This design comes from an exercise in tuning for small area on the open sky130 flow, not from production work. Function was checked by simulation only, so behaviour that the tests miss may differ from the original. No activity file was given, so power comes from the tool's default toggle rates.

==> trial 67: inputs <==
Design receiver_credit_rate_controller, start of the top module:
module receiver_credit_rate_controller
(
    input  logic        aclk,
    input  logic        aresetn,
    input  logic        s_valid,
    output logic        s_ready,
    input  logic [81:0] s_data,
    output logic        m_valid,
    input  logic        m_ready,
    output logic [84:0] m_data,
    input  logic        cfg_valid,
    output logic        cfg_ready,
    input  logic [1:0]  cfg_index,
    input  logic [31:0] cfg_data
);
    localparam logic [4:0] S_INIT  = 5'd0,
                           S_IDLE  = 5'd1,
                           S_CFG   = 5'd2,
                           S_P1    = 5'd3,
                           S_P2    = 5'd4,
                           S_LOSS0 = 5'd5,
                           S_LDIV  = 5'd6,
                           S_BR    = 5'd7,
                           S_MUL   = 5'd8,
                           S_MOD5  = 5'd9,
                           S_D10   = 5'd10,
                           S_SUM   = 5'd11,
                           S_CLAMP = 5'd12,
                           S_RES   = 5'd13,
                           S_OUT   = 5'd14,
                           S_WDIV  = 5'd15,
                           S_IDIV  = 5'd16,
                           S_COPY  = 5'd17;
    function automatic logic [1:0] fadd(input logic a, input logic b, input logic c);
        fadd = {(a & b) | (c & (a ^ b)), a ^ b ^ c};
    endfunction
    function automatic logic [1:0] fsub(input logic a, input logic b, input logic c);
        fsub = {(~a & b) | (~(a ^ b) & c), a ^ b ^ c};
    endfunction
    logic [4:0] state, n_state;
    logic       half;
    logic [5:0] k;
    logic [5:0] it, n_it;
    wire        fe  = (k == 6'd47);
    wire [4:0]  g32 = k[4:0] ^ {half, 4'b0000};
    wire        w32 = half ? (k[5] | k[4]) : ~k[5];
    logic [47:0] lc, lf;                   
  ...
Settings: LEC_CHECK=0, ABC_AREA=1, CAP_MARGIN=20, CORE_MARGIN=2, CORE_UTILIZATION=60, SLEW_MARGIN=20; clock period 10.0 ns.
standard.sh (not shown) runs the stock make flow with config.mk's settings and CLKGATE_MAP_FILE= SYNTH_SCRIPT=/design/flow/synth_recipe.tcl, a recipe that flattens the netlist after the stock synthesis.
==> flow/flow/run.sh <==
#!/bin/bash
# Standard layout, with the port buffers made from sky130_fd_sc_hd__buf_1
# instead of the buffer cell buffer_ports picks by default.
cd "$(dirname "$0")/.."
export BUFFER_PORTS_ARGS="-buffer_cell sky130_fd_sc_hd__buf_1"
export CTS_ARGS="-sink_clustering_enable -repair_clock_nets -dont_use_dummy_load -buf_list sky130_fd_sc_hd__clkbuf_2"
bash standard.sh > standard.log 2>&1
status=$?
cp standard.sh flow_standard_copy.sh.txt 2>/dev/null
exit $status
==> inputs of build 72, as changes to trial 67 <==
--- a/flow/flow/run.sh
+++ b/flow/flow/run.sh
@@ -4,5 +4,5 @@
 cd "$(dirname "$0")/.."
 export BUFFER_PORTS_ARGS="-buffer_cell sky130_fd_sc_hd__buf_1"
-export CTS_ARGS="-sink_clustering_enable -repair_clock_nets -dont_use_dummy_load -buf_list sky130_fd_sc_hd__clkbuf_2"
+export CTS_ARGS="-sink_clustering_enable -repair_clock_nets -dont_use_dummy_load -buf_list sky130_fd_sc_hd__clkbuf_4"
 bash standard.sh > standard.log 2>&1
 status=$?
==> inputs of trial 68, as changes to trial 67 <==
==> flow/run.sh (new file) <==
#!/bin/bash
# synth_recipe.tcl (not shown) runs the flow's synth.tcl, then flattens the netlist and writes it again
# the make line also repeats each setting of config.mk as NAME=value (left out here)
make -C /OpenROAD-flow-scripts/flow DESIGN_CONFIG=/design/flow/config.mk WORK_HOME=/design/flow/orfs CLKGATE_MAP_FILE= SYNTH_SCRIPT=/design/flow/synth_recipe.tcl finish
--- a/flow/config.mk
+++ b/flow/config.mk
@@ -9,4 +9,5 @@
 export CAP_MARGIN = 20
 export CORE_MARGIN = 2
-export CORE_UTILIZATION = 60
+export CORE_UTILIZATION = 80
+export CTS_BUF_LIST = sky130_fd_sc_hd__clkbuf_4
 export SLEW_MARGIN = 20
removed: flow/flow/run.sh
removed: flow/standard.sh
==> comparison <==
Trial 68 did not get past 4_1_cts (DPL-0033). Trial 67 ran to the end with no violations. Build 72 ran to the end with no violations.
Between trial 67 and build 72, the lower critical path depth is in trial 67 (gap 13).
Between trial 67 and build 72, the lower global-route usage is in build 72 (gap 0.086 points).
Area after synthesis is the same in trial 67 and build 72.
Combinational power is about the same in trial 67 and build 72.
Clock skew: trial 67 is higher than build 72 (0.11 ns).
==> figures <==
item	trial 68	trial 67	build 72
Largest cell class by area	-	sequential cells	sequential cells
Outcome	did not finish	finished clean	finished clean
Last stage reached	4_1_cts	-	-
Wire length on met1	-	15900 µm	15900 µm
Pre-CTS worst setup slack	4.66 ns	4.93 ns	4.93 ns
Maximum resistive drop on vdd	-	0.168 mV	0.172 mV
Wirelength per Cell	-	18.3 µm	18.0 µm
Finished layout cell area	-	16600 µm²	16900 µm²
Fill count	-	2014	1986
N_taps	-	330	330
Wire length of the first global-routing pass	-	57000 µm	57000 µm
Detail-routed via count per cell	-	5.40	5.41
Met3 global-route usage	-	0.0757	0.0716

---

==> exp/pepper <==
Starting RTL as in the previous note.
==> flow/config.mk <==
export PLATFORM = sky130hd
export DESIGN_NAME = receiver_credit_rate_controller
export DESIGN_NICKNAME = receiver_credit_rate_controller
export VERILOG_FILES = /design/flow/design.v
export SDC_FILE = /design/flow/constraint.sdc
export NUM_CORES = 4
export LEC_CHECK = 0
export ABC_AREA = 1
export CAP_MARGIN = 20
export CORE_MARGIN = 2
export CORE_UTILIZATION = 60
export SLEW_MARGIN = 20
==> flow/constraint.sdc <==
create_clock -name core_clock -period 10.0 [get_ports {aclk}]
set_input_delay 2.0000 -clock core_clock [delete_from_list [all_inputs] [get_ports {aclk}]]
set_output_delay 2.0000 -clock core_clock [all_outputs]
set_load 0.01 [all_outputs]
==> flow/flow/run.sh <==
#!/bin/bash
# Standard layout, with the port buffers made from sky130_fd_sc_hd__buf_1
# instead of the buffer cell buffer_ports picks by default.
cd "$(dirname "$0")/.."
export BUFFER_PORTS_ARGS="-buffer_cell sky130_fd_sc_hd__buf_1"
export CTS_ARGS="-sink_clustering_enable -repair_clock_nets -dont_use_dummy_load -buf_list sky130_fd_sc_hd__clkbuf_4 -sink_clustering_size 8 -sink_clustering_max_diameter 60"
bash standard.sh > standard.log 2>&1
status=$?
cp standard.sh flow_standard_copy.sh.txt 2>/dev/null
exit $status
==> exp/maple: changes against exp/pepper <==
==> flow/run.sh (new file) <==
#!/bin/bash
# synth_recipe.tcl (not shown) runs the flow's synth.tcl, then flattens the netlist and writes it again
# the make line also repeats each setting of config.mk as NAME=value (left out here)
make -C /OpenROAD-flow-scripts/flow DESIGN_CONFIG=/design/flow/config.mk WORK_HOME=/design/flow/orfs CLKGATE_MAP_FILE= SYNTH_SCRIPT=/design/flow/synth_recipe.tcl finish
removed: flow/flow/run.sh
removed: flow/standard.sh
==> exp/garnet: changes against exp/pepper <==
==> flow/flow/run.sh (replaced) <==
#!/bin/bash
# Standard layout, with the port buffers made from sky130_fd_sc_hd__buf_1
# instead of the buffer cell buffer_ports picks by default.
cd "$(dirname "$0")/.."
export BUFFER_PORTS_ARGS="-buffer_cell sky130_fd_sc_hd__buf_1"
export CTS_ARGS="-sink_clustering_enable -repair_clock_nets -dont_use_dummy_load -buf_list \"sky130_fd_sc_hd__clkbuf_2 sky130_fd_sc_hd__clkbuf_4\""
bash standard.sh > standard.log 2>&1
status=$?
cp standard.sh flow_standard_copy.sh.txt 2>/dev/null
exit $status
==> comparison table <==
|  | exp/garnet | exp/maple | exp/pepper |
|---|---|---|---|
| Vias in the first global route | 10,700 | 10,960 | 10,490 |
| Outcome | timing/DRC/antenna clean | timing/DRC/antenna clean | timing/DRC/antenna clean |
| Clock edge transition at the registers on the reported setup and hold paths | 70 ps | 70 ps | 90 ps |
| Hold path startpoint | rtt[18] | ivl[19] | ivl[24] |
| Placed cell areas | 0.01611 mm2 | 0.01741 mm2 | 0.01611 mm2 |
| DRT iter0 DRCs | 1,122 | 1,295 | 1,092 |
| Global-route usage over all layers | 28.09% | 31.08% | 27.93% |
| Worst clock skew | 117.5 ps | 25.86 ps | 141.0 ps |
| Capturing instance or port of the critical path | acc[34] | acc[34] | s_ready |
| Worst-case setup slack after placement | 4929 ps | 4763 ps | 4929 ps |
| Areal power density over the cells | 276.5 mW/mm2 | 296.4 mW/mm2 | 269.3 mW/mm2 |
| Top layer used by detailed routing | met4 | met5 | met4 |
| Met3 Use GR | 7.161% | 6.399% | 7.085% |
| Util after Layout | 67.50% | 75.53% | 66.45% |
| Fraction of power spent switching nets | 31.46% | 30.51% | 32.00% |
| Worst-skew pair later-pin latency | 760 ps | 550 ps | 730 ps |
| Layout cells sized above 1 | 8.938% | 7.198% | 7.050% |
| Signed area change from the synthesized netlist to the final layout | 10.85% | 24.05% | 9.127% |
| Net switching power figure | 1470 uW | 1710 uW | 1434 uW |

[what the ideal ports hide]
In the flow no input, the clock included, has a driving cell. The finished layouts below were timed again as built, in two steps.
Step 1, drivers: a clkbuf_16 drives aclk and a buf_2 each remaining input, both assumed.
Step 2 times the ports against the registers' clock, not the clock port: input delays grow and output delays shrink by t, the midpoint of the rising clock arrivals with the driver on.
a / b / c = ideal / step 1 / step 2; a / b = the first two.
run | shift t [ns] | slack for setup (ns) | latest minus earliest clock arrival (ns) | slew at the worst register clock pin (ns) | cell pins on the clock port's net
trial 67 | 0.911 | 4.723 / 4.680 / 4.976 | 0.243 / 0.243 | 0.13 / 0.13 | 1
build 72 | 0.735 | 4.879 / 4.843 / 4.879 | 0.135 / 0.135 | 0.07 / 0.07 | 1
exp/pepper | 0.697 | 4.904 / 4.861 / 4.910 | 0.147 / 0.147 | 0.11 / 0.11 | 1
exp/maple | 0.591 | 4.731 / 4.731 / 4.731 | 0.026 / 0.027 | 0.08 / 0.08 | 1
exp/garnet | 0.735 | 4.879 / 4.843 / 4.879 | 0.135 / 0.135 | 0.07 / 0.07 | 1
After both steps setup and hold are still met in every run listed.
